Background: an optimization exercise with open tools, aiming at small area, a short achievable clock period and few clock cycles per item. Do not read the settings as production practice. At most, simulation tests tie the RTL to the original design; equivalence was not proved. For runs 1 to 3, only the layout was checked, not whether the RTL still works. Power and IR drop assume default switching activity.

--- config.mk ---
export PLATFORM = sky130hd
export DESIGN_NAME = bitonic_sort_index_sequencer_core
export DESIGN_NICKNAME = bitonic_sort_index_sequencer_core
export VERILOG_FILES = /design/flow/design.v
export SDC_FILE = /design/flow/constraint.sdc
export NUM_CORES = 4
export LEC_CHECK = 0
export ABC_CLOCK_PERIOD_IN_PS = 2000
export CAP_MARGIN = 20
export CORE_MARGIN = 2
export CORE_UTILIZATION = 70
export CTS_BUF_LIST = sky130_fd_sc_hd__clkbuf_8
export CTS_CLUSTER_DIAMETER = 100
export CTS_CLUSTER_SIZE = 30
export SETUP_SLACK_MARGIN = 5
export SLEW_MARGIN = 20
--- constraint.sdc ---
create_clock -name core_clock -period 8.0 [get_ports {clk_i}]
set_input_delay 1.6000 -clock core_clock [delete_from_list [all_inputs] [get_ports {clk_i}]]
set_output_delay 1.6000 -clock core_clock [all_outputs]
set_load 0.01 [all_outputs]
--- design.v ---
package bsis_pkg;
  localparam int unsigned LW   = 5;    
  localparam int unsigned STW  = 7;    
  localparam int unsigned CHW  = 24;   
  localparam int unsigned IDXW = 16;   
endpackage
module bitonic_sort_index_sequencer_core
#(
  parameter int unsigned MAX_LOG_SIZE = 16,
  parameter int unsigned MAX_STEP     = 64
) (
  input  logic            clk_i,
  input  logic            rst_ni,
  input  logic            psel,
  input  logic            penable,
  input  logic            pwrite,
  input  logic [2:0]      paddr,
  input  logic [31:0]     pwdata,
  output logic [31:0]     prdata,
  output logic            pready,
  input  logic            in_valid_i,
  output logic            in_stall_o,
  input  logic [bsis_pkg::CHW-1:0]  chunk_index_i,
  output logic            out_valid_o,
  input  logic            out_stall_i,
  output logic [bsis_pkg::IDXW-1:0] element_index_o,
  output logic            past_end_o,
  output logic            last_o
);
  logic [4:0] log_q;
  logic [6:0] step_q;
  logic       sel_q;
  logic       cfg_wr;
  assign cfg_wr = psel && penable && pwrite;
  always_ff @(posedge clk_i or negedge rst_ni) begin
    if (!rst_ni) begin
      log_q  <= 5'd4;
      step_q <= 7'd8;
    end else if (cfg_wr) begin
      if (paddr[2]) step_q <= pwdata[6:0];
      else          log_q  <= pwdata[4:0];
    end
  end
  always_ff @(posedge clk_i) sel_q <= paddr[2];
  assign prdata = sel_q ? {25'd0, step_q} : {27'd0, log_q};
  assign pready = 1'b1;
  logic [4:0] n_eff;
  logic [6:0] s_eff;
  logic [5:0] km1;      
  assign n_eff = (log_q > 5'd16) ? 5'd16 : log_q;
  assign s_eff = (step_q == 7'd0) ? 7'd1 : (step_q > 7'd64) ? 7'd64 : step_q;
  assign km1   = 6'(s_eff - 7'd1);
  logic       valid_q, act_q, pend_q, chk_q, pseek_q, mbusy_q, ev_q;
  logic [2:0] ds_q;
  logic [15:0] o_q;       
  logic        past_o_q, last_q;
  logic [5:0]  k_q;       
  logic [14:0] m_q;       
  logic [15:0] sm_q;      
  logic        flip_q, sh_q, fr_q, past_q;   
  logic [24:0] e_q;       
  logic [30:0] p_q;       
  logic [4:0]  ac_q;      
  localparam logic [2:0] D_IDLE = 3'd0, D_S1 = 3'd1, D_S2 = 3'd2, D_M1 = 3'd3, D_M2 = 3'd4,
                         D_FILL = 3'd5;
  assign in_stall_o      = pend_q;
  assign out_valid_o     = valid_q;
  assign element_index_o = o_q;
  assign past_end_o      = past_o_q;
  assign last_o          = last_q;
  logic accept, consec, advance, produce, chunk_end, start_c, start_s, far, shok;
  logic [4:0]  ac_dec;
  logic [24:0] p_inc;
  assign accept    = in_valid_i && !pend_q;
  assign consec    = ev_q && ({1'b0, p_q[23:0]} == e_q);
  assign p_inc     = {1'b0, p_q[23:0]} + 25'd1;
  assign advance   = !valid_q || !out_stall_i;
  assign produce   = advance && act_q;
  assign chunk_end = produce && (k_q == 6'd0);
  assign start_c   = pend_q && !chk_q && !pseek_q && (!act_q || chunk_end);
  assign start_s   = pend_q && !chk_q && pseek_q && !mbusy_q && !act_q && advance && (ds_q == D_IDLE);
  assign far       = (|p_q[30:24]) || (n_eff == 5'd0) ||
                     ((n_eff == 5'd16) && p_q[23] && (|p_q[22:19]));    
  assign ac_dec    = ac_q - 5'd1;
  assign shok      = ac_q != 5'd0;
  logic [15:0] mf, topm, tg, hi, lo, inc_in, tm, ohs, clr, nxt;
  logic [16:0] inc;
  logic [16:0] smx;
  logic        f_se, f_b1, f_bs;
  logic        se_q, b1_q, bs_q, we_q;
  logic        case_a, case_b, use_mask;
  assign mf        = {m_q[14:0], 1'b1};
  assign topm      = mf & ~{1'b0, m_q};
  assign tg        = flip_q ? mf : topm;
  assign lo        = o_q ^ tg;
  assign hi        = o_q ^ tg;
  assign ohs       = {sm_q[14:0], 1'b1} & ~sm_q[15:0];
  assign smx       = {sm_q, 1'b1};
  assign f_se      = &(o_q | ~{1'b0, m_q});                    
  assign f_b1      = &(o_q[15:1] | ~sm_q[15:1]);       
  assign f_bs      = |(o_q & ohs);                     
  assign case_a    = se_q && m_q[0];
  assign case_b    = se_q && !m_q[0];
  assign inc_in    = {lo[15:1], lo[0] | case_b};
  assign inc       = {1'b0, inc_in} + 17'd1;
  assign tm        = inc_in & ~inc[15:0];
  assign use_mask  = case_a || (case_b && b1_q && bs_q);
  assign clr       = case_a ? {1'b0, m_q} : {sm_q[14:0], 1'b1};
  assign nxt       = use_mask ? (lo & ~clr) : inc[15:0];
  logic [9:0]  w, x, r;
  logic [13:0] st;
  logic [10:0] d;
  logic        neg, s_gt_n, sleaf;
  logic [14:0] ohm;       
  logic [9:0]  xs, xs1, x_q, x_d;
  logic [4:0]  xm;
  logic [14:0] ohm1;      
  logic [15:0] mx;
  assign w      = p_q[23:14];
  assign st     = p_q[13:0];
  assign ohm    = m_q & ~{1'b0, m_q[14:1]};
  assign ohm1   = {1'b0, ohm[14:1]};
  assign mx     = {1'b0, m_q};
  assign s_gt_n = mx[n_eff - 5'd1];
  assign sleaf  = m_q[0] && !m_q[1];    
  always_comb begin
    xs  = '0;
    xs1 = '0;
    xm  = '0;
    for (int i = 0; i < 15; i++) begin
      if (ohm[i]) begin
        xs = xs | 10'((i + 2) * (i + 1));
        xm = xm | 5'(2 * (i + 1));
      end
      if (ohm1[i]) xs1 = xs1 | 10'((i + 2) * (i + 1));
    end
    x = x_q;
    case (ds_q)
      D_S1:    x_d = neg ? (sleaf ? 10'd4 : xs1) : xs;
      D_S2:    x_d = (neg && !sleaf) ? xs1 : 10'd4;
      D_M1:    x_d = neg ? 10'd2 : {5'd0, xm};
      D_M2:    x_d = 10'd4;
      default: x_d = 10'd2;
    endcase
    if (start_s) x_d = 10'd240;
  end
  assign d   = {1'b0, w} - {1'b0, x};
  assign neg = d[10];
  assign r   = neg ? w : d[9:0];
  logic dshift, lshift, lbit, ddone;
  always_comb begin
    dshift = 1'b0;
    lshift = 1'b0;
    lbit   = 1'b0;
    ddone  = 1'b0;
    case (ds_q)
      D_S1:   begin dshift = neg; lshift = neg; ddone = !neg && s_gt_n; end
      D_S2:   begin dshift = neg; lshift = neg; lbit = 1'b1; end
      D_M1:   begin lshift = neg; ddone = neg && !m_q[0]; end
      D_M2:   begin dshift = 1'b1; lshift = 1'b1; lbit = !neg; end
      D_FILL: begin dshift = 1'b1; lshift = 1'b1; lbit = !neg; ddone = !shok; end
      default: ;
    endcase
    dshift = dshift && shok;
    if (start_s && far) ddone = 1'b1;
  end
  always_ff @(posedge clk_i or negedge rst_ni) begin
    if (!rst_ni) begin
      valid_q <= 1'b0;
      act_q   <= 1'b0;
      pend_q  <= 1'b0;
      chk_q   <= 1'b0;
      pseek_q <= 1'b0;
      mbusy_q <= 1'b0;
      ev_q    <= 1'b0;
      ds_q    <= D_IDLE;
    end else begin
      if (advance) valid_q <= produce;
      chk_q <= accept;
      if (accept) begin
        pend_q  <= 1'b1;
        mbusy_q <= 1'b1;
      end else if (chk_q) begin
        pseek_q <= !consec;
        if (consec) mbusy_q <= 1'b0;
      end else if (mbusy_q && !shok) begin
        mbusy_q <= 1'b0;
      end
      if (ddone) begin
        act_q  <= 1'b1;
        pend_q <= 1'b0;
        ds_q   <= D_IDLE;
        ev_q   <= 1'b1;
      end else begin
        if (start_c) begin
          act_q  <= 1'b1;
          pend_q <= 1'b0;
        end else if (chunk_end) begin
          act_q <= 1'b0;
        end
        if (start_s) begin
          ds_q <= D_S1;
        end else begin
          case (ds_q)
            D_S1:   if (neg && sleaf) ds_q <= D_M1;
                    else if (!neg) ds_q <= D_S2;
            D_S2:   if (neg && !sleaf) ds_q <= D_S1;
                    else ds_q <= D_M1;
            D_M1:   ds_q <= neg ? D_FILL : D_M2;
            D_M2:   ds_q <= D_M1;
            default: ;
          endcase
        end
      end
      if (cfg_wr) ev_q <= 1'b0;
    end
  end
  logic [7:0] msum;
  assign msum = {1'b0, p_q[30:24]} + (p_q[0] ? {1'b0, s_eff} : 8'd0);
  always_ff @(posedge clk_i) begin
    if (chk_q) e_q <= p_inc;
    if (!sh_q) begin
      se_q <= f_se;
      b1_q <= f_b1;
      bs_q <= f_bs;
      we_q <= f_se && !m_q[0] && f_b1 && smx[n_eff];
    end
    if (produce) begin
      last_q <= (k_q == 6'd0);
      k_q    <= k_q - 6'd1;
      fr_q   <= 1'b0;
      if (past_q || (sh_q && we_q)) begin
        o_q      <= '0;
        past_o_q <= 1'b1;
        past_q   <= 1'b1;
      end else begin
        past_o_q <= 1'b0;
        if (!sh_q) begin
          if (!fr_q) begin
            o_q  <= hi;
            sh_q <= 1'b1;
          end
        end else begin
          o_q  <= nxt;
          sh_q <= 1'b0;
          if (case_a) begin
            m_q    <= m_q >> 1;
            flip_q <= 1'b0;
          end else if (case_b) begin
            m_q    <= (b1_q && !bs_q) ? 15'd0 : (tm[15:1] & sm_q[14:0]);
            flip_q <= b1_q;
            if (b1_q) sm_q <= bs_q ? {sm_q[14:0], 1'b1} : 16'd1;
          end
        end
      end
    end
    if (start_c || start_s) k_q <= km1;
    x_q <= x_d;
    if (accept) begin
      p_q  <= {7'd0, chunk_index_i};
      ac_q <= 5'd23;
    end else if (mbusy_q) begin
      p_q  <= {msum, p_q[23:1]};
      ac_q <= ac_dec;
    end else if (start_s) begin
      sm_q   <= '1;
      m_q    <= '1;
      ac_q   <= 5'd14;
      past_q <= far;
    end else if (ds_q != D_IDLE) begin
      if (dshift) begin
        p_q[23:0] <= {r[8:0], st, 1'b0};
        ac_q      <= ac_dec;
      end else begin
        p_q[23:14] <= r;
      end
      if (lshift) o_q <= {o_q[14:0], lbit};
      if ((ds_q == D_S1 || ds_q == D_S2) && neg) begin
        sm_q <= sm_q >> 1;
        m_q  <= m_q >> 1;
      end
      if (ds_q == D_S2 && !neg) flip_q <= 1'b1;
      if (ds_q == D_M2) begin
        m_q    <= m_q >> 1;
        flip_q <= 1'b0;
      end
      if (ds_q == D_S1 && !neg && s_gt_n) past_q <= 1'b1;
      if (ddone) begin
        sh_q <= 1'b0;
        fr_q <= !w[0];
      end
    end
  end
endmodule
--- run.sh ---
#!/bin/bash
# synth_recipe.tcl (not shown) runs the flow's synth.tcl, then flattens the netlist and writes it again
# the make line also repeats each setting of config.mk as NAME=value (left out here)
make -C /OpenROAD-flow-scripts/flow DESIGN_CONFIG=/design/flow/config.mk WORK_HOME=/design/flow/orfs CLKGATE_MAP_FILE= SYNTH_SCRIPT=/design/flow/synth_recipe.tcl finish
==> flow_summary.ini, run 1 <==
[power]
vdd_drop_max_mv = 0.263
pwr-share-clk_pct = 12.7
p_leak_nw = 5.08
pwr-share-comb_pct = 51.1
powerDensity_nw_per_um2 = 398
seq_power_share_pct = 36.2
switchingPower_mw = 2.39
intPower_mw = 2.55
p_sw_share_pct = 48.4

[yosys]
syn_area_um2 = 10700
synth_cell_types = 76
postSynth.asyncResetShare_pct = 14.3
synthFlopType = dfxtp_1
yosysSeqAreaShare_pct = 35.4
avgSynthCellArea_um2 = 8.34
synth_edf_count = 61
synth_seq_cells = 154
ys.warnings.count = 1
netlist_instances = 1288

[layout]
layout_common_cells = nor2_1 (115), a21oi_1 (92), nand2_1 (87)
layout_commonest_cell = nor2_1
drive_gt1_share_pct = 16.2
multi_input_area_um2 = 6530
diodes = 0
fin_util_pct = 82.3
layout.nets = 1431
seq_area_um2 = 3900
fillers = 920
syn2layout_area_growth_pct = 15.5

[die]
core_um2 = 15100
core.rowCount = 45
die_width_um = 128
die-area_um2 = 16400
start_util_pct = 71.2
io_pins = 119
dieHeight_um = 128

[route]
route.vias.total = 11100
wirelength_um = 37500
dr.max_layer_used = met4
first_iter_violations = 1826
vias_per_cell = 7.24
route.met2.wl_um = 17500
wl_met1_um = 12600
postRouteAntennaNets = 0
route.detailed.drc = 0
wl_per_cell_um = 24.5
dr_wl_met3_um = 4170
drtPass1Iterations = 8

[outcome]
outcome = complete, no violations

[placed_design]
portBuffers = 65
gp_congestion = 1.02
dpl_worst_slack_ns = 3.70
dp_hpwl_um = 22200

[clocking]
cts.path.max_buffers = 2
cts-root-buf = clkbuf_8
cts_buffers = 17
cts_tree = yes
clock_sinks = 154
htreeDepth = 4
clk_latency_ns = 0.49
clkSlewWorstSetupHoldPaths_ns = 0.09

[timing]
whs_ns = 0.543
max-slew-margin-rel_pct = 39.8
worst_slack_ns = 4.86
finalSetupViolCount = 0
tightest_slew_ns = 0.896
tns_ns = 0
rsz0062_at_grt = true
drv_slew = 0
period_needed_ns = 3.14
finalCritPeriodShare_pct = 39.2
fmax_ghz = 0.319
fin_skew_ns = 0.0138
hold_violations = 0

[worst_hold_path]
hp-class = reg2reg
min_from = m_q[1]
min_delay_path_depth = 1

[global_route]
antenna_found_initial = 0
grt_max_degree = 47
grt_pass1_vias = 9827
grt_pass1_wl_um = 52100
grt_use_total_pct = 41.1
overflow = 0

[worst_setup_path]
rr_startpoint = k_q[1]
setup.worst_path.end_class = flip-flop
path_class = reg2reg
start_kind = flip-flop
crit_required_ns = 8.23
crit_start = k_q[1]
reg2reg_depth = 12
path_max_fanout = 5
cp.arrival_ns = 3.36

[run]
drv_cap = 0
-- Yosys cell counts, types with 3 or more instances --
cell type	n	area (µm²)
a211oi_1	11	82.6
a21boi_0	3	22.5
a21o_1	4	30.0
a21oi_1	97	485
a221oi_1	4	35.0
a222oi_1	5	50.1
a22o_1	5	43.8
a22oi_1	31	233
a2bb2oi_1	3	26.3
a31oi_1	11	68.8
a32oi_1	13	114
and2_1	12	75.1
and3_1	17	106
buf_1	7	26.3
buf_2	17	85.1
buf_4	28	210
clkbuf_1	70	263
dfrtp_1	20	500
dfxtp_1	71	1420
edfxtp_1	61	1830
ha_1	34	425
inv_1	69	259
mux2_2	18	203
mux2i_1	36	360
nand2_1	93	349
nand2b_1	11	68.8
nand3_1	55	275
nand4_1	15	93.8
nor2_1	120	450
nor2b_1	14	87.6
nor3_1	27	135
nor3b_1	5	37.5
nor4_1	12	75.1
nor4b_1	3	26.3
o211ai_1	11	82.6
o21ai_0	84	420
o21ai_1	7	35.0
o21bai_1	3	22.5
o22ai_1	28	175
o31ai_1	3	22.5
or2_2	7	43.8
or3_1	5	31.3
or4_1	4	30.0
xnor2_1	47	412
xor2_1	36	315
-- power by group through the flow --
stage	combinational (mW)	sequential [mW]	clock, mW
4_1_cts	2.25	1.71	0.609
3_5_place_dp	2.09	1.76	0
5_1_grt	2.70	1.80	0.649
2_1_floorplan	1.80	1.39	0
3_3_place_gp	2.02	1.75	0
6_report	2.52	1.78	0.627
-- final timing paths --
kind / endpoint / slack, ns
min: m_q[0] / 0.54
max in group asynchronous: log_q[0] / 6.48
max reg2reg: k_q[4] / 4.86
max: k_q[4] / 4.86
min reg2reg: m_q[0] / 0.54
min in group asynchronous: step_q[5] / 1.11
-- layout make-up --
cell class	instances	area share (%)
tap	188	1.89
multi-input combinational	968	52.6
sequential	154	31.4
clock inverter	15	1.33
inverter	69	2.15
clock buffer	17	1.88
timing repair buffer	119	8.72
-- critical path, cell delays in order (launching register included) --
cell      delay (ns)
edfxtp_1        0.45
or3_1           0.49
nor4_4          0.31
a21bo_2         0.27
nor2b_4         0.21
o21ai_4         0.12
nor3b_4         0.27
a21oi_4         0.06
ha_4            0.19
buf_4           0.14
nand2_1         0.07
xor2_1          0.19
a21oi_1         0.10
-- timing repair --
| action | in CTS | in global routing |
|---|---|---|
| hold buffers | 0 | 0 |
| buffers inserted | 29 | 16 |
| setup endpoints to repair | 125 | 97 |
| pin swaps | 6 | 14 |
| gates resized for setup | 119 | 64 |
| gates cloned | 1 | 1 |
-- stage by stage --
stage	area (µm²)	power, mW	cells
final	12400	4.94	1530
after global routing	12400	5.15	1530
after CTS	12000	4.57	1513
after detailed placement	11200	3.85	1451
after global placement	11200	3.77	1451
after floorplan	10900	3.19	1312
-- state kept, by name, summed over array words and instances, names as in the netlist, 3 cells and up --
| name | cells |
|---|---|
| p_q | 31 |
| e_q | 25 |
| o_q | 16 |
| sm_q | 16 |
| m_q | 15 |
| step_q | 7 |
| x_q | 7 |
| k_q | 6 |
| ac_q | 5 |
| log_q | 5 |
| ds_q | 3 |
-- metal layers --
layer,global-route usage [%],up-vias
met1,50.3,5068
met4,24.8,0
met5,0,-
li1,-,4687
met3,6.80,302
met2,68.4,1016
-- cells by family (layout without fill, tap and decap cells) --
kind of cell,count (synthesis),count (layout),share of synthesized area (%)
other,2,26,0.0699
AO/OA/AOI/OAI,353,354,20.9
flip-flops,154,154,35.4
XOR/XNOR,83,83,6.76
multiplexers,58,58,6.15
buffers and inverters,192,220,8.03
adder cells (fa/ha/maj),36,36,4.33
AND/OR/NAND/NOR,410,411,18.4
==> run 2, diff against run 1 <==
--- a/design.v
+++ b/design.v
@@ -112,37 +112,30 @@
   logic [10:0] d;
   logic        neg, s_gt_n, sleaf;
   logic [14:0] ohm;       
-  logic [9:0]  xs, xs1, x_q, x_d;
+  logic [9:0]  xs;
   logic [4:0]  xm;
-  logic [14:0] ohm1;      
   logic [15:0] mx;
   assign w      = p_q[23:14];
   assign st     = p_q[13:0];
   assign ohm    = m_q & ~{1'b0, m_q[14:1]};
-  assign ohm1   = {1'b0, ohm[14:1]};
   assign mx     = {1'b0, m_q};
   assign s_gt_n = mx[n_eff - 5'd1];
   assign sleaf  = m_q[0] && !m_q[1];    
   always_comb begin
-    xs  = '0;
-    xs1 = '0;
-    xm  = '0;
+    xs = '0;
+    xm = '0;
     for (int i = 0; i < 15; i++) begin
       if (ohm[i]) begin
         xs = xs | 10'((i + 2) * (i + 1));
         xm = xm | 5'(2 * (i + 1));
       end
-      if (ohm1[i]) xs1 = xs1 | 10'((i + 2) * (i + 1));
-    end
-    x = x_q;
+    end
     case (ds_q)
-      D_S1:    x_d = neg ? (sleaf ? 10'd4 : xs1) : xs;
-      D_S2:    x_d = (neg && !sleaf) ? xs1 : 10'd4;
-      D_M1:    x_d = neg ? 10'd2 : {5'd0, xm};
-      D_M2:    x_d = 10'd4;
-      default: x_d = 10'd2;
+      D_M1:    x = 10'd4;
+      D_M2:    x = {5'd0, xm};
+      D_FILL:  x = 10'd2;
+      default: x = xs;
     endcase
-    if (start_s) x_d = 10'd240;
   end
   assign d   = {1'b0, w} - {1'b0, x};
   assign neg = d[10];
@@ -255,7 +248,6 @@
       end
     end
     if (start_c || start_s) k_q <= km1;
-    x_q <= x_d;
     if (accept) begin
       p_q  <= {7'd0, chunk_index_i};
       ac_q <= 5'd23;
==> run 2 against run 1 <==
  * Global-route usage grew 0.30 points
  * Die area rose by 1.7%
  * Design area grew 8.9%
  * Worst setup slack lost 0.50 ns
  * Core utilization grew 6.3 points
  * Sequential share of layout area fell by 3.4 points
  * Sequential cell count fell by 7
  * Area after synthesis is 1.7% higher
  * Clock skew increased by 0.0013 ns
  * Clock-buffer cell count stayed put
  * Combinational power up 67%
  * Critical path depth grew 2
  * Largest cell class unchanged
  * Largest power group unchanged
==> flow_summary.ini, run 2 <==
[outcome]
outcome = complete, no violations

[die]
die-area_um2 = 16600
io_pins = 119
core.rowCount = 45
start_util_pct = 71.6
die_width_um = 129
core_um2 = 15300
dieHeight_um = 129

[yosys]
post_synth_fa_ha_maj_area_fraction_pct = 4.26
yosysTopAreaCellShare_pct = 16.8
avgSynthCellArea_um2 = 8.29
synth_seq_cells = 147
synthXorXnorAreaFrac_pct = 6.65
synth_top_family_by_area = compound AO/OA/AOI/OAI gates
synth.most_common_cell = nor2_1
yosys.area_share.simple_pct = 18.5
synth_compound_area_share_pct = 22.7
synth_edf_count = 61
synth_cell_types = 92
netlist_top_cells_count = nor2_1 (115), a21oi_1 (111), nand2_1 (96), o21ai_0 (91), clkbuf_1 (74)
ys.warnings.count = 1
yosysTopAreaCell = edfxtp_1
netlist_instances = 1318
synthFlopType = dfxtp_1
postSynth.asyncResetShare_pct = 15.0
syn_area_um2 = 10900
synth.area.mux_share_pct = 6.15
synthTopCellsByArea = edfxtp_1 (17%), dfxtp_1 (12%), a21oi_1 (5.1%)
yosysSeqAreaShare_pct = 33.5

[timing]
fmax_ghz = 0.275
fin_skew_ns = 0.0151
rsz0062_at_grt = true
drv_slew = 0
period_needed_ns = 3.63
max-slew-margin-rel_pct = 22.4
whs_ns = 0.511
tightest_slew_ns = 1.16
hold_violations = 0
finalCritPeriodShare_pct = 45.4
tns_ns = 0
finalSetupViolCount = 0

[layout]
fillers = 754
largest_register_ffs = 31
multi_input_area_um2 = 7350
syn2layout_area_growth_pct = 23.6
layout.nets = 1500
seq_area_um2 = 3780
layout_commonest_cell = a21oi_1
top_register = p_q
diodes = 0
fin_area_um2 = 13500
fin_cells = 1622
top_regs = p_q (31), e_q (25)
drive_gt1_share_pct = 25.6
layout_common_cells = a21oi_1 (92), nor2_1 (91), nand2_1 (83)

[worst_setup_path]
crit_chain = inv_6, nor2_2, a21oi_2, or4b_4, a21oi_2, o21a_1, ha_1, nor2b_4, o31a_1, or4_4, a31oi_4, mux2i_2, mux2_4, o22ai_1
slowest_delay_ns = 0.49
setup.worst_path.end_class = flip-flop
cp.arrival_ns = 3.84
crit_start = m_q[2]
crit_slowest_cell = or4b_4
reg2reg_depth = 14
rr_startpoint = m_q[2]
r2r_end = p_q[22]
critPathCapture = p_q[22]
start_kind = flip-flop
worst_path_most_repeated_cell = a21oi_2
r2r_setup_slack_ns = 4.37
path_max_fanout = 8
crit_required_ns = 8.21
path_class = reg2reg

[route]
route.vias.total = 12100
wirelength_um = 42000
drtPass1Iterations = 14
first_iter_violations = 2499
postRouteAntennaNets = 0
wl_per_cell_um = 25.9
route.detailed.drc = 0
vias_per_cell = 7.47

[clocking]
cts_buffers = 17
cts.path.max_buffers = 2
cts-root-buf = clkbuf_8
cts_tree = yes
clkSlewWorstSetupHoldPaths_ns = 0.09
htreeDepth = 4
clock_sinks = 147
cts-hold-fix-buffers = 0
clk_latency_ns = 0.48

[global_route]
overflow = 0
antenna_found_initial = 0
grt_pass1_wl_um = 53400
grt_use_total_pct = 41.4
grt_pass1_vias = 10100
grt_max_degree = 45

[placed_design]
post_dp_cell_area_um2 = 11500
dp_hpwl_um = 22400
dp.cells = 1494
gp_congestion = 1.01
portBuffers = 65

[power]
p_leak_nw = 5.46
p_total_mw = 6.56
vdd_drop_max_mv = 0.415
powerDensity_nw_per_um2 = 485

[worst_hold_path]
hp-class = reg2reg

[run]
drv_cap = 0
==> run 2: final cells by class <==
type | count | share of cell area (%)
sequential | 147 | 28.0
clock buffer | 17 | 1.73
clock inverter | 15 | 0.805
inverter | 69 | 2.10
timing repair buffer | 159 | 11.0
tap | 211 | 1.95
multi-input combinational | 1004 | 54.4
==> run 2: worst max-delay path, delay by kind of cell, from the launching register on <==
kind                     cells  cell delay (ns)
buffers and inverters        1             0.10
AND/OR/NAND/NOR              4             1.13
adder cells (fa/ha/maj)      1             0.24
flip-flops                   1             0.37
multiplexers                 2             0.54
AO/OA/AOI/OAI                6             0.97
==> run 2: logic make-up (layout without fill, tap and decap cells) <==
logic type      Yosys count  in the layout
compound gates          388            389
xor+xnor                 83             83
fa+ha+maj                36             36
buf+inv                 199            260
flops                   147            147
mux                      57             57
other cells               2             26
simple gates            406            413
==> run 2: worst min-delay path by stage <==
stage | from | endpoint | slack, ns | cells after the start
2_1_floorplan | p_q[30] | p_q[30] | 0.48 | 2
3_3_place_gp | p_q[30] | p_q[30] | 0.50 | 2
3_5_place_dp | p_q[24] | p_q[24] | 0.52 | 2
4_1_cts | o_q[2] | o_q[3] | 0.51 | 2
5_1_grt | o_q[2] | o_q[3] | 0.52 | 2
6_report | o_q[2] | o_q[3] | 0.51 | 2
==> run 2: metrics by stage <==
step	utilization (%)	worst slack, ns
floorplan	-	4.70
global placement	75.5	3.65
detailed placement	75.5	3.67
CTS	82.7	4.57
global route	88.6	4.30
finish	88.6	4.37
==> run 2: power by group <==
part	internal (mW)	switching (mW)	total, mW
sequential	1.19	0.620	1.81
combinational	1.83	2.37	4.20
clock	0.217	0.334	0.551
==> run 2: per-layer routing <==
| metal | global-route usage [%] | vias up | wire length [µm] |
|---|---|---|---|
| li1 | - | 4902 | - |
| met2 | 63.1 | 1329 | 18200 |
| met3 | 11.7 | 390 | 6340 |
| met4 | 16.9 | 0 | 3260 |
| met1 | 55.9 | 5498 | 14200 |
| met5 | 0 | - | 0 |
==> run 2: repair_timing <==
item                                    CTS  global route
setup buffers                            50            38
resized for setup                       176           127
pin swaps                                23            45
gates cloned                              1             7
endpoints found under the setup margin  130           107
==> run 3, diff against run 2 <==
--- a/design.v
+++ b/design.v
@@ -55,6 +55,7 @@
   logic [15:0] o_q;       
   logic        past_o_q, last_q;
   logic [5:0]  k_q;       
+  logic        kz_q;      
   logic [14:0] m_q;       
   logic [15:0] sm_q;      
   logic        flip_q, sh_q, fr_q, past_q;   
@@ -76,7 +77,7 @@
   assign p_inc     = {1'b0, p_q[23:0]} + 25'd1;
   assign advance   = !valid_q || !out_stall_i;
   assign produce   = advance && act_q;
-  assign chunk_end = produce && (k_q == 6'd0);
+  assign chunk_end = produce && kz_q;
   assign start_c   = pend_q && !chk_q && !pseek_q && (!act_q || chunk_end);
   assign start_s   = pend_q && !chk_q && pseek_q && !mbusy_q && !act_q && advance && (ds_q == D_IDLE);
   assign far       = (|p_q[30:24]) || (n_eff == 5'd0) ||
@@ -84,7 +85,7 @@
   assign ac_dec    = ac_q - 5'd1;
   assign shok      = ac_q != 5'd0;
   logic [15:0] mf, topm, tg, hi, lo, inc_in, tm, ohs, clr, nxt;
-  logic [16:0] inc;
+  logic [15:0] inc, pa1, pa2, pa3;
   logic [16:0] smx;
   logic        f_se, f_b1, f_bs;
   logic        se_q, b1_q, bs_q, we_q;
@@ -102,8 +103,11 @@
   assign case_a    = se_q && m_q[0];
   assign case_b    = se_q && !m_q[0];
   assign inc_in    = {lo[15:1], lo[0] | case_b};
-  assign inc       = {1'b0, inc_in} + 17'd1;
-  assign tm        = inc_in & ~inc[15:0];
+  assign pa1       = inc_in & {inc_in[14:0], 1'b1};
+  assign pa2       = pa1 & {pa1[13:0], 2'b11};
+  assign pa3       = pa2 & {pa2[11:0], 4'hf};
+  assign tm        = pa3 & {pa3[7:0], 8'hff};
+  assign inc       = inc_in ^ {tm[14:0], 1'b1};
   assign use_mask  = case_a || (case_b && b1_q && bs_q);
   assign clr       = case_a ? {1'b0, m_q} : {sm_q[14:0], 1'b1};
   assign nxt       = use_mask ? (lo & ~clr) : inc[15:0];
@@ -112,30 +116,37 @@
   logic [10:0] d;
   logic        neg, s_gt_n, sleaf;
   logic [14:0] ohm;       
-  logic [9:0]  xs;
+  logic [9:0]  xs, xs1, x_q, x_d;
   logic [4:0]  xm;
+  logic [14:0] ohm1;      
   logic [15:0] mx;
   assign w      = p_q[23:14];
   assign st     = p_q[13:0];
   assign ohm    = m_q & ~{1'b0, m_q[14:1]};
+  assign ohm1   = {1'b0, ohm[14:1]};
   assign mx     = {1'b0, m_q};
   assign s_gt_n = mx[n_eff - 5'd1];
   assign sleaf  = m_q[0] && !m_q[1];    
   always_comb begin
-    xs = '0;
-    xm = '0;
+    xs  = '0;
+    xs1 = '0;
+    xm  = '0;
     for (int i = 0; i < 15; i++) begin
       if (ohm[i]) begin
         xs = xs | 10'((i + 2) * (i + 1));
         xm = xm | 5'(2 * (i + 1));
       end
-    end
+      if (ohm1[i]) xs1 = xs1 | 10'((i + 2) * (i + 1));
+    end
+    x = x_q;
     case (ds_q)
-      D_M1:    x = 10'd4;
-      D_M2:    x = {5'd0, xm};
-      D_FILL:  x = 10'd2;
-      default: x = xs;
+      D_S1:    x_d = neg ? (sleaf ? 10'd4 : xs1) : xs;
+      D_S2:    x_d = (neg && !sleaf) ? xs1 : 10'd4;
+      D_M1:    x_d = neg ? 10'd2 : {5'd0, xm};
+      D_M2:    x_d = 10'd4;
+      default: x_d = 10'd2;
     endcase
+    if (start_s) x_d = 10'd240;
   end
   assign d   = {1'b0, w} - {1'b0, x};
   assign neg = d[10];
@@ -219,8 +230,9 @@
       we_q <= f_se && !m_q[0] && f_b1 && smx[n_eff];
     end
     if (produce) begin
-      last_q <= (k_q == 6'd0);
+      last_q <= kz_q;
       k_q    <= k_q - 6'd1;
+      kz_q   <= (k_q == 6'd1);
       fr_q   <= 1'b0;
       if (past_q || (sh_q && we_q)) begin
         o_q      <= '0;
@@ -247,18 +259,19 @@
         end
       end
     end
-    if (start_c || start_s) k_q <= km1;
-    if (accept) begin
+    if (start_c || start_s) begin
+      k_q  <= km1;
+      kz_q <= (km1 == 6'd0);
+    end
+    x_q <= x_d;
+    if (!pend_q) begin
       p_q  <= {7'd0, chunk_index_i};
       ac_q <= 5'd23;
     end else if (mbusy_q) begin
       p_q  <= {msum, p_q[23:1]};
       ac_q <= ac_dec;
     end else if (start_s) begin
-      sm_q   <= '1;
-      m_q    <= '1;
-      ac_q   <= 5'd14;
-      past_q <= far;
+      ac_q <= 5'd14;
     end else if (ds_q != D_IDLE) begin
       if (dshift) begin
         p_q[23:0] <= {r[8:0], st, 1'b0};
@@ -266,6 +279,13 @@
       end else begin
         p_q[23:14] <= r;
       end
+    end
+    if (start_s) begin
+      sm_q   <= '1;
+      m_q    <= '1;
+      past_q <= far;
+    end
+    if (ds_q != D_IDLE) begin
       if (lshift) o_q <= {o_q[14:0], lbit};
       if ((ds_q == D_S1 || ds_q == D_S2) && neg) begin
         sm_q <= sm_q >> 1;
--- a/config.mk
+++ b/config.mk
@@ -5,10 +5,9 @@
 export SDC_FILE = /design/flow/constraint.sdc
 export NUM_CORES = 4
 export LEC_CHECK = 0
-export ABC_CLOCK_PERIOD_IN_PS = 2000
 export CAP_MARGIN = 20
 export CORE_MARGIN = 2
-export CORE_UTILIZATION = 70
+export CORE_UTILIZATION = 65
 export CTS_BUF_LIST = sky130_fd_sc_hd__clkbuf_8
 export CTS_CLUSTER_DIAMETER = 100
 export CTS_CLUSTER_SIZE = 30
==> run 3 against run 2 <==
  * Still clean
  * Power down 14%
  * Clock-buffer cell count unchanged
  * Area after synthesis up 5.6%
  * Via count down 2.6%
  * Hold slack worse by 0.029 ns
  * Critical path depth down 11
  * Design area down 2.3%
  * Worst setup slack better by 0.57 ns
  * Sequential share of layout area up 1.7 points
  * Sequential power down 3%
  * Synthesized cell count up 8.5%
  * Highest routed layer unchanged
==> flow_summary.ini, run 3 <==
[worst_setup_path]
start_kind = flip-flop
r2r_setup_slack_ns = 5.03
setup.worst_path.end_class = primary output
reg2reg_depth = 11
crit_required_ns = 6.40
path_class = reg2out
rr_startpoint = flip_q
cp.arrival_ns = 1.46
path_max_fanout = 4
r2r_end = m_q[12]

[timing]
fin_skew_ns = 0.0258
tightest_slew_ns = 1.04
rsz0062_at_grt = true
max-slew-margin-rel_pct = 30.1
fmax_ghz = 0.327
tns_ns = 0
finalCritPeriodShare_pct = 38.2
drv_slew = 0
hold_violations = 0
period_needed_ns = 3.06
finalSetupViolCount = 0

[die]
io_pins = 119
dieHeight_um = 137
core.rowCount = 48
core_um2 = 17400
die-area_um2 = 18800
die_width_um = 137
start_util_pct = 66.5

[global_route]
grt_max_degree = 39
grt_use_total_pct = 42.0
antenna_found_initial = 0
grt_pass1_wl_um = 60100
overflow = 0
grt_pass1_vias = 10900

[outcome]
outcome = complete, no violations

[power]
powerDensity_nw_per_um2 = 428
vdd_drop_max_mv = 0.237
p_leak_nw = 5.30
p_total_mw = 5.65

[yosys]
netlist_top_cells_count = nor2_1 (120), nand2_1 (117), o21ai_0 (102), a21oi_1 (100), clkbuf_1 (80)
yosysTopAreaCellShare_pct = 16.1
synth_edf_count = 62
synth_cell_types = 84
yosysSeqAreaShare_pct = 33.2
synth.most_common_cell = nor2_1
syn_area_um2 = 11500
netlist_instances = 1430
synth_seq_cells = 155
ys.warnings.count = 1
synthTopCellsByArea = edfxtp_1 (16%), dfxtp_1 (12%), xnor2_1 (5.1%)
synthFlopType = dfxtp_1
avgSynthCellArea_um2 = 8.07
postSynth.asyncResetShare_pct = 14.2
yosysTopAreaCell = edfxtp_1

[clocking]
cts_buffers = 17
cts.path.max_buffers = 2
clock_sinks = 155
cts-root-buf = clkbuf_8
clkSlewWorstSetupHoldPaths_ns = 0.10
cts-hold-fix-buffers = 0
clk_latency_ns = 0.50
htreeDepth = 4
cts_tree = yes

[layout]
syn2layout_area_growth_pct = 14.4
layout_common_cells = nor2_1 (115), nand2_1 (113), o21ai_0 (101)
layout.nets = 1559
multi_input_area_um2 = 7100
top_register = p_q
fin_cells = 1708
largest_register_ffs = 31
drive_gt1_share_pct = 14.0
diodes = 0
fillers = 1240
top_regs = p_q (31), e_q (25)
seq_area_um2 = 3910
layout_commonest_cell = nor2_1

[placed_design]
dp_hpwl_um = 26400
dp.cells = 1616
portBuffers = 65
gp_congestion = 1.02

[route]
vias_per_cell = 6.91
wirelength_um = 40100
drtPass1Iterations = 6
route.detailed.drc = 0
first_iter_violations = 1533
wl_per_cell_um = 23.5
postRouteAntennaNets = 0
route.vias.total = 11800

[worst_hold_path]
min_from = kz_q
hold_path_end = last_q
hp-class = reg2reg
min_delay_path_depth = 0

[run]
drv_cap = 0
==> run 3: worst max-delay path by stage <==
stage,to,start,cells past startpoint
2_1_floorplan,k_q[2],out_stall_i,7
3_3_place_gp,sm_q[13],out_stall_i,9
3_5_place_dp,sm_q[9],out_stall_i,10
4_1_cts,prdata[1],sel_q,3
5_1_grt,o_q[11],out_stall_i,8
6_report,prdata[3],sel_q,3
==> run 3: power breakdown <==
group	switching, mW	leakage [nW]	internal [mW]
clock	0.379	0.200	0.238
sequential	0.526	1.45	1.24
combinational	1.95	3.65	1.31
==> run 3: final cells by class <==
| type | instances | share of cell area, % |
|---|---|---|
| multi-input cells | 1097 | 53.8 |
| flip-flops and latches | 155 | 29.6 |
| repair buffers | 136 | 9.55 |
| well taps | 225 | 2.13 |
| inverters | 63 | 1.82 |
| clock buffers | 17 | 1.77 |
| clock inverters | 15 | 1.29 |
==> run 3: per-stage QoR <==
step,setup slack (ns),instance area [µm²],hold slack [ns],utilization [%]
6_report,4.94,13200,0.482,76.1
5_1_grt,4.90,13200,0.475,76.1
4_1_cts,4.92,13000,0.471,74.7
3_5_place_dp,2.77,12000,0.450,69.1
3_3_place_gp,2.47,12000,0.457,69.1
2_1_floorplan,5.01,11600,0.421,-
==> run 3: metal layers <==
metal | vias to the layer above | routed length [µm] | GRT usage, %
li1 | 5209 | - | -
met1 | 5477 | 14100 | 49.6
met2 | 875 | 18700 | 68.8
met3 | 240 | 4070 | 8.13
met4 | 0 | 3140 | 29.2
met5 | - | 0 | 0
==> run 3: kinds of logic after synthesis <==
group | count (synthesis) | share of synthesized area (%)
other cells | 2 | 0.0651
mux | 55 | 5.24
flops | 155 | 33.2
xor+xnor | 106 | 8.05
simple gates | 498 | 21.7
fa+ha+maj | 23 | 2.62
buf+inv | 202 | 7.73
compound gates | 389 | 21.4
==> run 3: what timing repair did <==
| item | CTS | global route |
|---|---|---|
| gates resized for setup | 99 | 39 |
| buffers inserted | 44 | 12 |
| pin swaps | 6 | 8 |
| endpoints found under the hold margin | 0 | 0 |
| gates cloned | 3 | 1 |
| endpoints found under the setup margin | 117 | 63 |
==> run 3: critical path: stages, from the launching register on <==
cell	delay, ns
dfxtp_4	0.39
buf_4	0.11
mux2_2	0.32
buf_2	0.14
==> run 4, diff against run 3 <==
--- a/design.v
+++ b/design.v
@@ -61,6 +61,7 @@
   logic        flip_q, sh_q, fr_q, past_q;   
   logic [24:0] e_q;       
   logic [30:0] p_q;       
+  logic [6:0]  mc_q;      
   logic [4:0]  ac_q;      
   localparam logic [2:0] D_IDLE = 3'd0, D_S1 = 3'd1, D_S2 = 3'd2, D_M1 = 3'd3, D_M2 = 3'd4,
                          D_FILL = 3'd5;
@@ -80,7 +81,7 @@
   assign chunk_end = produce && kz_q;
   assign start_c   = pend_q && !chk_q && !pseek_q && (!act_q || chunk_end);
   assign start_s   = pend_q && !chk_q && pseek_q && !mbusy_q && !act_q && advance && (ds_q == D_IDLE);
-  assign far       = (|p_q[30:24]) || (n_eff == 5'd0) ||
+  assign far       = (|p_q[30:24]) || (|mc_q) || (n_eff == 5'd0) ||
                      ((n_eff == 5'd16) && p_q[23] && (|p_q[22:19]));    
   assign ac_dec    = ac_q - 5'd1;
   assign shok      = ac_q != 5'd0;
@@ -219,8 +220,10 @@
       if (cfg_wr) ev_q <= 1'b0;
     end
   end
-  logic [7:0] msum;
-  assign msum = {1'b0, p_q[30:24]} + (p_q[0] ? {1'b0, s_eff} : 8'd0);
+  logic [6:0] madd, msum, mcy;
+  assign madd = p_q[0] ? s_eff : 7'd0;
+  assign msum = p_q[30:24] ^ mc_q ^ madd;
+  assign mcy  = (p_q[30:24] & mc_q) | (p_q[30:24] & madd) | (mc_q & madd);
   always_ff @(posedge clk_i) begin
     if (chk_q) e_q <= p_inc;
     if (!sh_q) begin
@@ -266,9 +269,11 @@
     x_q <= x_d;
     if (!pend_q) begin
       p_q  <= {7'd0, chunk_index_i};
+      mc_q <= '0;
       ac_q <= 5'd23;
     end else if (mbusy_q) begin
-      p_q  <= {msum, p_q[23:1]};
+      p_q  <= {1'b0, msum, p_q[23:1]};
+      mc_q <= mcy;
       ac_q <= ac_dec;
     end else if (start_s) begin
       ac_q <= 5'd14;
--- a/config.mk
+++ b/config.mk
@@ -5,9 +5,10 @@
 export SDC_FILE = /design/flow/constraint.sdc
 export NUM_CORES = 4
 export LEC_CHECK = 0
+export ABC_CLOCK_PERIOD_IN_PS = 2000
 export CAP_MARGIN = 20
 export CORE_MARGIN = 2
-export CORE_UTILIZATION = 65
+export CORE_UTILIZATION = 70
 export CTS_BUF_LIST = sky130_fd_sc_hd__clkbuf_8
 export CTS_CLUSTER_DIAMETER = 100
 export CTS_CLUSTER_SIZE = 30
==> run 4 against run 3 <==
  * Still clean on timing, DRC and antenna
  * Worst setup slack improved by 0.033 ns
  * Die area decreased by 7.2%
  * Critical path depth stayed put
  * Synthesized cell count shrank 2.2%
  * Register-to-register slack got worse by 0.04 ns
  * Largest cell class unchanged
  * Highest routed layer unchanged
==> flow_summary.ini, run 4 <==
[outcome]
outcome = complete, no violations

[power]
vdd_drop_max_mv = 0.270
powerDensity_nw_per_um2 = 448
p_leak_nw = 5.18

[global_route]
grt.busiest_layer = met2
grt_pass1_vias = 10900
grt_use_met1_pct = 59.4
met3_usage_pct = 16.3
overflow = 0
grt_use_total_pct = 43.9
grt_use_met2_pct = 63.8
grt_max_degree = 47
antenna_found_initial = 0
grt_pass1_wl_um = 60500

[timing]
max-slew-margin-rel_pct = 35.1
whs_ns = 0.460
finalSetupViolCount = 0
hold_violations = 0
fmax_ghz = 0.331
worst_slack_ns = 4.98
tns_ns = 0
period_needed_ns = 3.02
drv_slew = 0
finalCritPeriodShare_pct = 37.8
rsz0062_at_grt = true
fin_skew_ns = 0.0155
tightest_slew_ns = 0.972

[worst_setup_path]
cp.arrival_ns = 1.42
setup.worst_path.end_class = primary output
crit_required_ns = 6.40
reg2reg_depth = 6
slowest_delay_ns = 0.41
worst_path_most_repeated_cell = buf_6
path_max_fanout = 7
path_class = reg2out
crit_slowest_cell = dfxtp_4
start_kind = flip-flop
crit_chain = buf_6, mux2_4, buf_6

[placed_design]
portBuffers = 65
gp_congestion = 1.07
post_dp_cell_area_um2 = 12000
dp_hpwl_um = 24900
dpl_worst_slack_ns = 3.28

[yosys]
ys.warnings.count = 1
synthFlopType = dfxtp_1
postSynth.asyncResetShare_pct = 13.7
synth_seq_cells = 161
yosysSeqAreaShare_pct = 34.4
yosysTopAreaCell = edfxtp_1
synth_edf_count = 62
synthTopCellsByArea = edfxtp_1 (16%), dfxtp_1 (13%), xnor2_1 (4.7%)
syn_area_um2 = 11500
synth.most_common_cell = nor2_1
netlist_instances = 1399
avgSynthCellArea_um2 = 8.22
synth_cell_types = 89
netlist_top_cells_count = nor2_1 (129), nand2_1 (117), a21oi_1 (103), clkbuf_1 (87), dfxtp_1 (77)
yosysTopAreaCellShare_pct = 16.2

[route]
route.vias.total = 12100
drtPass1Iterations = 11
vias_per_cell = 7.29
wl_per_cell_um = 24.5
first_iter_violations = 2415
route.detailed.drc = 0
wirelength_um = 40700
postRouteAntennaNets = 0

[clocking]
clk_latency_ns = 0.49
cts-hold-fix-buffers = 0
cts.path.max_buffers = 2
clock_sinks = 161
clkSlewWorstSetupHoldPaths_ns = 0.10
cts_buffers = 17
htreeDepth = 4
cts_tree = yes
cts-root-buf = clkbuf_8

[layout]
syn2layout_area_growth_pct = 14.1
layout.nets = 1519
layout_common_cells = nor2_1 (126), nand2_1 (111), a21oi_1 (98)
layout_commonest_cell = nor2_1
fin_area_um2 = 13100
top_register = e_q
fin_util_pct = 82.0
diodes = 0
largest_register_ffs = 25
drive_gt1_share_pct = 14.3

[die]
start_util_pct = 71.9
io_pins = 119
dieHeight_um = 132
die-area_um2 = 17500
core_um2 = 16000
core.rowCount = 46
die_width_um = 132

[worst_hold_path]
hp-class = reg2reg
min_delay_path_depth = 0

[run]
drv_cap = 0
## run 4: cell count changes in the layout (fill, tap and decap cells not counted), sizes merged, moves of 9 or more
cell | before | now
nor2 | 120 | 131
xor2 | 39 | 30
a221oi | 10 | 21
nand3 | 55 | 45
buf | 74 | 61
and2 | 16 | 7
o21ai | 104 | 94
## run 4: layout make-up
class / instances / area (µm²)
multi-input cells: 1062 / 7020
flip-flops and latches: 161 / 4030
fillers: 963 / 2880
repair buffers: 124 / 1150
well taps: 216 / 270
inverters: 65 / 255
clock buffers: 17 / 234
clock inverters: 15 / 173
## run 4: cell families (layout without fill, tap and decap cells)
kind of cell	after synthesis	after routing	synth area share, %
multiplexers	59	59	5.69
other	2	26	0.0653
AO/OA/AOI/OAI	384	384	21.6
flip-flops	161	161	34.4
XOR/XNOR	92	92	7.00
AND/OR/NAND/NOR	477	479	20.8
buffers and inverters	202	221	7.62
adder cells (fa/ha/maj)	22	22	2.85
## run 4: critical path: cells and delay by family (launching register included)
family	cells	cell delay, ns
DFF	1	0.41
muxes	1	0.30
buffers and inverters	2	0.23
## run 4: where the power goes
part | total [mW] | leakage [nW] | switching, mW | internal (mW)
sequential | 1.78 | 1.49 | 0.525 | 1.25
clock | 0.650 | 0.206 | 0.362 | 0.288
combinational | 3.45 | 3.48 | 2.10 | 1.35
total | 5.88 | 5.18 | 2.99 | 2.89
## run 4: metrics by stage
stage | cells | total power, mW
2_1_floorplan | 1423 | 3.83
3_3_place_gp | 1579 | 4.57
3_5_place_dp | 1579 | 4.66
4_1_cts | 1644 | 5.46
5_1_grt | 1660 | 6.13
6_report | 1660 | 5.88
## run 4: path summary, 6_finish.rpt
path                            slack, ns  startpoint         to
worst max-delay path                 4.98       sel_q  prdata[1]
worst min-delay path                 0.46        kz_q     last_q
worst max register to register       4.99        se_q    sm_q[5]
worst min register to register       0.46        kz_q     last_q
max in group asynchronous            6.52      rst_ni     pend_q
min in group asynchronous            1.08      rst_ni  step_q[2]
## run 4: per-layer routing
metal / up-vias / part of all wire [%]
li1: 5091 / -
met1: 5553 / 36
met2: 1189 / 42
met3: 267 / 16
met4: 0 / 5.4
met5: - / 0
## run 4: what timing repair did
item | CTS | global route
setup endpoints to repair | 108 | 74
setup buffers | 29 | 14
cloned | 4 | 2
pin swaps | 2 | 10
gates resized for setup | 106 | 37
Testbench counts of run 4, summed over its fixed seeds: cycles 144,866, items 135,995.
==> run 5, diff against run 4 <==
--- a/config.mk
+++ b/config.mk
@@ -5,10 +5,9 @@
 export SDC_FILE = /design/flow/constraint.sdc
 export NUM_CORES = 4
 export LEC_CHECK = 0
-export ABC_CLOCK_PERIOD_IN_PS = 2000
 export CAP_MARGIN = 20
 export CORE_MARGIN = 2
-export CORE_UTILIZATION = 70
+export CORE_UTILIZATION = 65
 export CTS_BUF_LIST = sky130_fd_sc_hd__clkbuf_8
 export CTS_CLUSTER_DIAMETER = 100
 export CTS_CLUSTER_SIZE = 30
==> run 5 against run 4 <==
  * Critical path depth did not move
  * Clock power decreased by 3.5%
  * First-iteration DRC count decreased by 24%
  * Still clean on timing, DRC and antenna
  * Sequential power hardly changed
==> flow_summary.ini, run 5 <==
[outcome]
outcome = complete, no violations

[yosys]
synthFlopType = dfxtp_1
ys.warnings.count = 1
synth_seq_cells = 161
netlist_top_cells_count = nor2_1 (129), nand2_1 (117), a21oi_1 (103), clkbuf_1 (87), dfxtp_1 (77)
yosysSeqAreaShare_pct = 34.4
synth_cell_types = 89
yosysTopAreaCell = edfxtp_1
yosysTopAreaCellShare_pct = 16.2
avgSynthCellArea_um2 = 8.22
synth_edf_count = 62
synthTopCellsByArea = edfxtp_1 (16%), dfxtp_1 (13%), xnor2_1 (4.7%)
synth.most_common_cell = nor2_1
netlist_instances = 1399
postSynth.asyncResetShare_pct = 13.7
syn_area_um2 = 11500

[route]
route.detailed.drc = 0
route.vias.total = 11800
drtPass1Iterations = 9
first_iter_violations = 1830
postRouteAntennaNets = 0
vias_per_cell = 7.07
wl_per_cell_um = 23.4
wirelength_um = 39100

[timing]
rsz0062_at_grt = true
max-slew-margin-rel_pct = 39.9
tightest_slew_ns = 0.899
fin_skew_ns = 0.0125
finalSetupViolCount = 0
worst_slack_ns = 4.98
tns_ns = 0
finalCritPeriodShare_pct = 37.7
hold_violations = 0
period_needed_ns = 3.02
fmax_ghz = 0.331
whs_ns = 0.544
drv_slew = 0

[worst_setup_path]
crit_slowest_cell = dfxtp_4
path_max_fanout = 6
setup.worst_path.end_class = primary output
slowest_delay_ns = 0.40
path_class = reg2out
cp.arrival_ns = 1.42
crit_chain = buf_6, mux2_4, buf_6
worst_path_most_repeated_cell = buf_6
crit_required_ns = 6.40
start_kind = flip-flop

[die]
die_width_um = 137
die-area_um2 = 18800
core_um2 = 17300
core.rowCount = 48
start_util_pct = 66.5
dieHeight_um = 137
io_pins = 119

[power]
intPower_mw = 2.82
pwr-share-comb_pct = 58.2
p_total_mw = 5.71
p_leak_nw = 5.15
seq_power_share_pct = 30.8
vdd_drop_max_mv = 0.260
switchingPower_mw = 2.89
p_sw_share_pct = 50.6
pwr-share-clk_pct = 11.0
powerDensity_nw_per_um2 = 440

[layout]
diodes = 0
layout_common_cells = nor2_1 (127), nand2_1 (111), a21oi_1 (100)
fillers = 1281
syn2layout_area_growth_pct = 12.8
fin_area_um2 = 13000
fin_cells = 1668
top_register = e_q
fin_util_pct = 75.0
drive_gt1_share_pct = 13.6
largest_register_ffs = 25
layout.nets = 1518
layout_commonest_cell = nor2_1

[global_route]
grt_max_degree = 53
grt_pass1_vias = 10400
grt_pass1_wl_um = 59300
overflow = 0
antenna_found_initial = 0
grt_use_total_pct = 41.2

[clocking]
cts.path.max_buffers = 2
clock_sinks = 161
clkSlewWorstSetupHoldPaths_ns = 0.10
cts_buffers = 17
cts-root-buf = clkbuf_8
cts_tree = yes
clk_latency_ns = 0.48
htreeDepth = 4

[run]
drv_cap = 0

[placed_design]
post_dp_cell_area_um2 = 12000
dp_hpwl_um = 25700
portBuffers = 65
dpl_worst_slack_ns = 3.49
gp_congestion = 1.03
dp.cells = 1589

[worst_hold_path]
hp-class = reg2reg
## run 5: layout make-up
| cell class | count | area [µm²] | area share [%] |
|---|---|---|---|
| multi-input cells | 1061 | 6930 | 53.4 |
| flip-flops and latches | 161 | 4020 | 31.0 |
| repair buffers | 124 | 1090 | 8.40 |
| well taps | 225 | 282 | 2.17 |
| inverters | 65 | 248 | 1.91 |
| clock buffers | 17 | 234 | 1.80 |
| clock inverters | 15 | 166 | 1.28 |
## run 5: path summary, 6_finish.rpt
path / cells past startpoint / endpoint / slack [ns] / start
worst max register to register: 8 / fr_q / 5.03 / p_q[21]
worst max-delay path: 3 / prdata[2] / 4.98 / sel_q
worst min-delay path: 2 / o_q[7] / 0.54 / o_q[6]
max in group asynchronous: 1 / pend_q / 6.49 / rst_ni
worst min register to register: 2 / o_q[7] / 0.54 / o_q[6]
min in group asynchronous: 1 / log_q[3] / 1.09 / rst_ni
## run 5: what timing repair did
item                                    4_1_cts  5_1_grt
endpoints found under the hold margin         0        0
resized for setup                           106       15
hold buffers                                  0        0
cloned                                        2        0
buffers inserted                             35       10
pin swaps                                     4        5
endpoints found under the setup margin      105       58
## run 5: critical path, delay by kind of cell (launching register included)
family	cells	cell delay, ns
DFF	1	0.40
muxes	1	0.30
buffers and inverters	2	0.23
## run 5: per-layer routing
layer | track usage [%] | wire length (µm) | vias up | share of wire, %
li1 | - | - | 5086 | -
met1 | 60.4 | 15500 | 5605 | 40
met2 | 59.3 | 16800 | 951 | 43
met3 | 10.9 | 5480 | 144 | 14
met4 | 12.1 | 1250 | 0 | 3.2
met5 | 0 | 0 | - | 0
## run 5: cells by family after synthesis
kind of cell               share of synthesized area [%]
and+or+nand+nor                                     20.8
adders and majority gates                           2.85
buffers and inverters                               7.62
xor gates and xnor gates                            7.00
muxes                                               5.69
AOI/OAI and AO/OA                                   21.6
DFF                                                 34.4
other                                             0.0653
## run 5: power groups by stage
| stage | clock network (mW) | logic [mW] | registers, mW |
|---|---|---|---|
| after global routing | 0.651 | 3.58 | 1.78 |
| after CTS | 0.619 | 3.10 | 1.72 |
| final | 0.627 | 3.33 | 1.76 |
| after floorplan | 0 | 2.41 | 1.43 |
| after global placement | 0 | 2.81 | 1.79 |
| after detailed placement | 0 | 2.88 | 1.80 |
==> run 6, diff against run 5 <==
==> flow/run.sh (new file) <==
#!/bin/bash
# The standard layout (standard synthesis, floorplan, placement, CTS, routing), with one
# change: the ports are buffered with sky130_fd_sc_hd__buf_2 cells instead of the delay buffer
# buffer_ports picks by default. Every input and output port still gets its own buffer.
# The full output of the run goes to flow.log in this folder.
set -euo pipefail
bash standard.sh "BUFFER_PORTS_ARGS=-buffer_cell sky130_fd_sc_hd__buf_2" finish > flow.log 2>&1
==> standard.sh (new file) <==
#!/bin/bash
# synth_recipe.tcl (not shown) runs the flow's synth.tcl, then flattens the netlist and writes it again
# the make line also repeats each setting of config.mk as NAME=value (left out here)
make -C /OpenROAD-flow-scripts/flow DESIGN_CONFIG=/design/flow/config.mk WORK_HOME=/design/flow/orfs CLKGATE_MAP_FILE= SYNTH_SCRIPT=/design/flow/synth_recipe.tcl "${@:-finish}"
removed: run.sh
==> run 6 against run 5 <==
  * Critical path type unchanged
  * Area after synthesis stayed put
  * Non-clock buffer count fell by 23
  * Sequential share of layout area rose by 0.89 points
  * Register-to-register slack about the same
  * Wire length shrank 5.2%
  * Core utilization fell by 3.0 points
  * Hold slack lost 0.030 ns
  * Highest routed layer is now met5
  * Combinational power fell by 4%
  * Global-route usage decreased by 2.0 points
  * Sequential cell count is the same
  * Clock skew increased by 0.0041 ns
  * Still clean on timing, DRC and antenna
  * First-iteration DRC count shrank 15%
==> flow_summary.ini, run 6 <==
[route]
route.vias.total = 11400
postRouteAntennaNets = 0
first_iter_violations = 1557
wirelength_um = 37100
route.detailed.drc = 0
vias_per_cell = 6.90
drtPass1Iterations = 8
wl_per_cell_um = 22.5

[global_route]
grt_max_degree = 72
grt_pass1_vias = 9987
overflow = 0
antenna_found_initial = 0
grt_pass1_wl_um = 56100
grt_use_total_pct = 39.2

[worst_setup_path]
slowest_delay_ns = 0.66
crit_slowest_cell = dfxtp_1
path_max_fanout = 8
crit_required_ns = 6.40
cp_num_cells = 1
setup.worst_path.end_class = primary output
cp_num_buf_inv = 1
cpLargestDelayFamily = flip-flops
reg2reg_depth = 8
cp.arrival_ns = 1.38
start_kind = flip-flop
path_class = reg2out
crit_chain = buf_2

[placed_design]
dpl_worst_slack_ns = 3.85
gp_congestion = 1.01
portBuffers = 65
dp_hpwl_um = 25600

[yosys]
postSynth.asyncResetShare_pct = 13.7
ys.warnings.count = 1
yosysSeqAreaShare_pct = 34.4
synth_cell_types = 89
netlist_top_cells_count = nor2_1 (129), nand2_1 (117), a21oi_1 (103), clkbuf_1 (87), dfxtp_1 (77)
netlist_instances = 1399
synth_seq_cells = 161
synthFlopType = dfxtp_1
yosysTopAreaCell = edfxtp_1
avgSynthCellArea_um2 = 8.22
synth_edf_count = 62
synthTopCellsByArea = edfxtp_1 (16%), dfxtp_1 (13%), xnor2_1 (4.7%)
synth.most_common_cell = nor2_1
syn_area_um2 = 11500
yosysTopAreaCellShare_pct = 16.2

[layout]
drive_gt1_share_pct = 14.9
largest_register_ffs = 25
syn2layout_area_growth_pct = 8.31
layout.nets = 1495
top_register = e_q
fillers = 1404
seq_area_um2 = 3980
layout_commonest_cell = nor2_1
layout_common_cells = nor2_1 (126), nand2_1 (114), a21oi_1 (100)
multi_input_area_um2 = 6900
diodes = 0

[clocking]
cts.path.max_buffers = 2
clkSlewWorstSetupHoldPaths_ns = 0.11
cts-root-buf = clkbuf_8
htreeDepth = 4
clock_sinks = 161
cts_buffers = 17
clk_latency_ns = 0.50
cts-hold-fix-buffers = 0
cts_tree = yes

[timing]
finalCritPeriodShare_pct = 37.3
fin_skew_ns = 0.0166
rsz0062_at_grt = true
drv_slew = 0
tns_ns = 0
max-slew-margin-rel_pct = 39.3
fmax_ghz = 0.335
finalSetupViolCount = 0
worst_slack_ns = 5.02
period_needed_ns = 2.98
tightest_slew_ns = 0.899
hold_violations = 0

[worst_hold_path]
min_delay_path_depth = 1
hp-class = reg2reg

[power]
vdd_drop_max_mv = 0.311
powerDensity_nw_per_um2 = 449
p_leak_nw = 4.99

[die]
core_um2 = 17300
core.rowCount = 48
die_width_um = 137
die-area_um2 = 18800
start_util_pct = 66.5
dieHeight_um = 137
io_pins = 119

[outcome]
outcome = complete, no violations

[run]
drv_cap = 0
==> run 6: cell type report <==
cell class | instances | area share, %
clock buffer | 17 | 1.88
clock inverter | 15 | 1.40
inverter | 65 | 1.99
multi-input combinational | 1061 | 55.4
sequential | 161 | 31.9
tap | 225 | 2.26
timing repair buffer | 101 | 5.18
==> run 6: stage by stage <==
step                instance area [µm²]  cells  power, mW  utilization, %  hold slack, ns
finish                            12500   1645       5.59            72.0           0.514
global placement                  11700   1589       4.55            67.5           0.490
detailed placement                11700   1589       4.62            67.5           0.495
floorplan                         11600   1423       3.83               -           0.421
global route                      12500   1645       5.89            72.0           0.532
CTS                               12300   1634       5.36            71.1           0.513
==> run 6: what timing repair did <==
action | CTS | global route
pin swaps | 1 | 2
hold endpoints to repair | 0 | 0
endpoints found under the setup margin | 76 | 72
buffers inserted | 12 | 10
gates cloned | 1 | 1
gates resized for setup | 27 | 19
==> run 6: power by group <==
part / leakage [nW] / internal (mW) / switching [mW]
combinational: 3.30 / 1.25 / 1.94
sequential: 1.49 / 1.24 / 0.523
clock: 0.199 / 0.287 / 0.358
==> run 6: path summary, 6_finish.rpt <==
path | slack, ns | endpoint | from
min in group asynchronous | 1.07 | log_q[1] | rst_ni
worst min-delay path | 0.51 | mc_q[0] | mc_q[0]
worst max-delay path | 5.02 | element_index_o[1] | o_q[1]
worst max register to register | 5.02 | p_q[21] | p_q[16]
max in group asynchronous | 6.56 | log_q[1] | rst_ni
worst min register to register | 0.51 | mc_q[0] | mc_q[0]
==> run 6: cells by family after synthesis <==
family	Yosys count	synth area share [%]
simple gates	477	20.8
compound gates	384	21.6
buf+inv	202	7.62
flops	161	34.4
xor+xnor	92	7.00
mux	59	5.69
fa+ha+maj	22	2.85
other cells	2	0.0653
==> run 6: layer usage <==
layer | vias to the layer above | share of wire (%) | track usage, %
li1 | 5042 | - | -
met1 | 5401 | 42 | 57.1
met2 | 782 | 42 | 56.3
met3 | 128 | 13 | 11.2
met4 | 2 | 2.7 | 11.1
met5 | - | 0.16 | 2.50
==> run 7, diff against run 6 <==
==> flow/run.sh (replaced) <==
#!/bin/bash
# The standard layout (standard synthesis, floorplan, placement, CTS, routing), with two
# changes: the ports are buffered with sky130_fd_sc_hd__buf_2 cells instead of the delay buffer
# buffer_ports picks by default (every input and output port still gets its own buffer), and
# clock tree synthesis adds no dummy loads. The full output of the run goes to flow.log here.
set -euo pipefail
bash standard.sh \
  "BUFFER_PORTS_ARGS=-buffer_cell sky130_fd_sc_hd__buf_2" \
  "CTS_ARGS=-sink_clustering_enable -repair_clock_nets -sink_clustering_size 30 -sink_clustering_max_diameter 100 -buf_list sky130_fd_sc_hd__clkbuf_8 -dont_use_dummy_load" \
  finish > flow.log 2>&1
--- a/config.mk
+++ b/config.mk
@@ -7,7 +7,7 @@
 export LEC_CHECK = 0
 export CAP_MARGIN = 20
 export CORE_MARGIN = 2
-export CORE_UTILIZATION = 65
+export CORE_UTILIZATION = 70
 export CTS_BUF_LIST = sky130_fd_sc_hd__clkbuf_8
 export CTS_CLUSTER_DIAMETER = 100
 export CTS_CLUSTER_SIZE = 30
==> run 7 against run 6 <==
  * Power down 2.8%
  * Clock-buffer cell count unchanged
  * Sequential cell count stayed put
  * Maximum frequency down 3.8%
  * Hold slack better by 0.0096 ns
==> flow_summary.ini, run 7 <==
[route]
drtPass1Iterations = 8
first_iter_violations = 1816
postRouteAntennaNets = 0
wl_per_cell_um = 22.9
route.vias.total = 11500
vias_per_cell = 7.08
route.detailed.drc = 0
wirelength_um = 37200

[yosys]
postSynth.asyncResetShare_pct = 13.7
synth.most_common_cell = nor2_1
synthFlopType = dfxtp_1
yosysSeqAreaShare_pct = 34.4
netlist_instances = 1399
synth_seq_cells = 161
netlist_top_cells_count = nor2_1 (129), nand2_1 (117), a21oi_1 (103), clkbuf_1 (87), dfxtp_1 (77)
synthTopCellsByArea = edfxtp_1 (16%), dfxtp_1 (13%), xnor2_1 (4.7%)
yosysTopAreaCell = edfxtp_1
synth_edf_count = 62
avgSynthCellArea_um2 = 8.22
syn_area_um2 = 11500
yosysTopAreaCellShare_pct = 16.2
ys.warnings.count = 1
synth_cell_types = 89

[placed_design]
dp.cells = 1576
dp_hpwl_um = 25200
post_dp_cell_area_um2 = 11600
portBuffers = 65
gp_congestion = 1.08

[worst_hold_path]
hp-class = reg2reg

[die]
core.rowCount = 46
core_um2 = 16000
die_width_um = 132
io_pins = 119
dieHeight_um = 132
die-area_um2 = 17500
start_util_pct = 71.9

[clocking]
cts-hold-fix-buffers = 0
cts-root-buf = clkbuf_8
clk_latency_ns = 0.47
htreeDepth = 4
cts_tree = yes
cts_buffers = 17
clock_sinks = 161
cts.path.max_buffers = 2
clkSlewWorstSetupHoldPaths_ns = 0.08

[layout]
syn2layout_area_growth_pct = 6.82
top_register = e_q
layout.nets = 1497
seq_area_um2 = 3980
fillers = 1135
layout_commonest_cell = nor2_1
largest_register_ffs = 25
drive_gt1_share_pct = 14.1
multi_input_area_um2 = 6900
fin_area_um2 = 12300
layout_common_cells = nor2_1 (126), nand2_1 (113), a21oi_1 (101)
fin_cells = 1624

[timing]
hold_violations = 0
fin_skew_ns = 0.0280
drv_slew = 0
fmax_ghz = 0.323
period_needed_ns = 3.10
max-slew-margin-rel_pct = 36.1
finalCritPeriodShare_pct = 38.7
tightest_slew_ns = 0.945
tns_ns = 0
finalSetupViolCount = 0
rsz0062_at_grt = false

[power]
p_total_mw = 5.44
vdd_drop_max_mv = 0.238
powerDensity_nw_per_um2 = 443
p_leak_nw = 4.92

[worst_setup_path]
crit_slowest_cell = a2111oi_1
cp.arrival_ns = 3.41
setup.worst_path.end_class = flip-flop
crit_required_ns = 8.31
start_kind = flip-flop
slowest_delay_ns = 0.64
crit_chain = inv_1, ha_1, nor2b_1, o2111ai_1, a21o_2, buf_4, nand2_4, nand4_1, a2111oi_1, o221ai_1
path_max_fanout = 22
path_class = reg2reg

[global_route]
grt_max_degree = 72
grt_pass1_wl_um = 56600
antenna_found_initial = 1
grt_pass1_vias = 10200
overflow = 0
grt_use_total_pct = 41.2

[outcome]
outcome = complete, no violations

[run]
drv_cap = 0
## run 7: cell counts after synthesis
Identical to the previous run, type by type.
## run 7: layout make-up
| type | count | share of cell area [%] |
|---|---|---|
| clock buffer | 17 | 1.90 |
| inverter | 65 | 2.02 |
| tap | 216 | 2.20 |
| antenna | 1 | 0.0204 |
| timing repair buffer | 103 | 5.37 |
| sequential | 161 | 32.4 |
| multi-input combinational | 1061 | 56.1 |
## run 7: logic make-up (layout without fill, tap and decap cells)
kind of cell             after synthesis  after routing  share of synthesized area, %
adder cells (fa/ha/maj)               22             22                          2.85
AO/OA/AOI/OAI                        384            384                          21.6
AND/OR/NAND/NOR                      477            478                          20.8
flip-flops                           161            161                          34.4
multiplexers                          59             59                          5.69
other                                  2             27                        0.0653
buffers and inverters                202            185                          7.62
XOR/XNOR                              92             92                          7.00
## run 7: what timing repair did
action	in CTS	in global routing
gates cloned	1	0
buffers inserted	18	11
pin swaps	3	4
endpoints found under the setup margin	99	53
gates resized for setup	32	16
## run 7: final timing paths
check | start | to | slack (ns) | cells after the start
max in group asynchronous | rst_ni | mbusy_q | 6.49 | 1
max reg2reg | p_q[15] | x_q[2] | 4.90 | 10
max | p_q[15] | x_q[2] | 4.90 | 10
min | ev_q | ev_q | 0.52 | 1
min reg2reg | ev_q | ev_q | 0.52 | 1
min in group asynchronous | rst_ni | step_q[5] | 1.09 | 1
## run 7: per-layer routing
layer,wire length [µm],global-route usage (%),vias to the layer above
met3,5400,12.0,132
met4,1250,11.3,0
met1,14700,59.1,5423
li1,-,-,5027
met2,15900,61.0,910
met5,0,0,-
## run 7: power breakdown
group | switching, mW | leakage [nW] | internal, mW
clock network | 0.279 | 0.122 | 0.188
logic | 1.91 | 3.31 | 1.25
registers | 0.580 | 1.49 | 1.24
total | 2.77 | 4.92 | 2.67
## run 7: per-stage QoR
| step | hold slack [ns] | worst slack (ns) | utilization [%] |
|---|---|---|---|
| global route | 0.541 | 4.97 | 76.8 |
| CTS | 0.524 | 5.00 | 75.7 |
| finish | 0.524 | 4.90 | 76.8 |
| floorplan | 0.421 | 5.01 | - |
| global placement | 0.482 | 3.60 | 72.7 |
| detailed placement | 0.480 | 3.44 | 72.7 |
## run 7: critical path, delay by kind of cell (launching register included)
kind,cells,cell delay (ns)
AOI/OAI and AO/OA,4,1.38
adders and majority gates,1,0.24
buffers and inverters,2,0.26
DFF,1,0.54
and+or+nand+nor,3,0.51

Re-timed with assumed drivers on the ports (clkbuf_16 on the clock, buf_2 on other inputs), run 7 has 4.902 ns of setup slack against 4.902 ns with ideal ports, and 4.509 ns once port delays also move by the mid clock arrival of 0.504 ns.
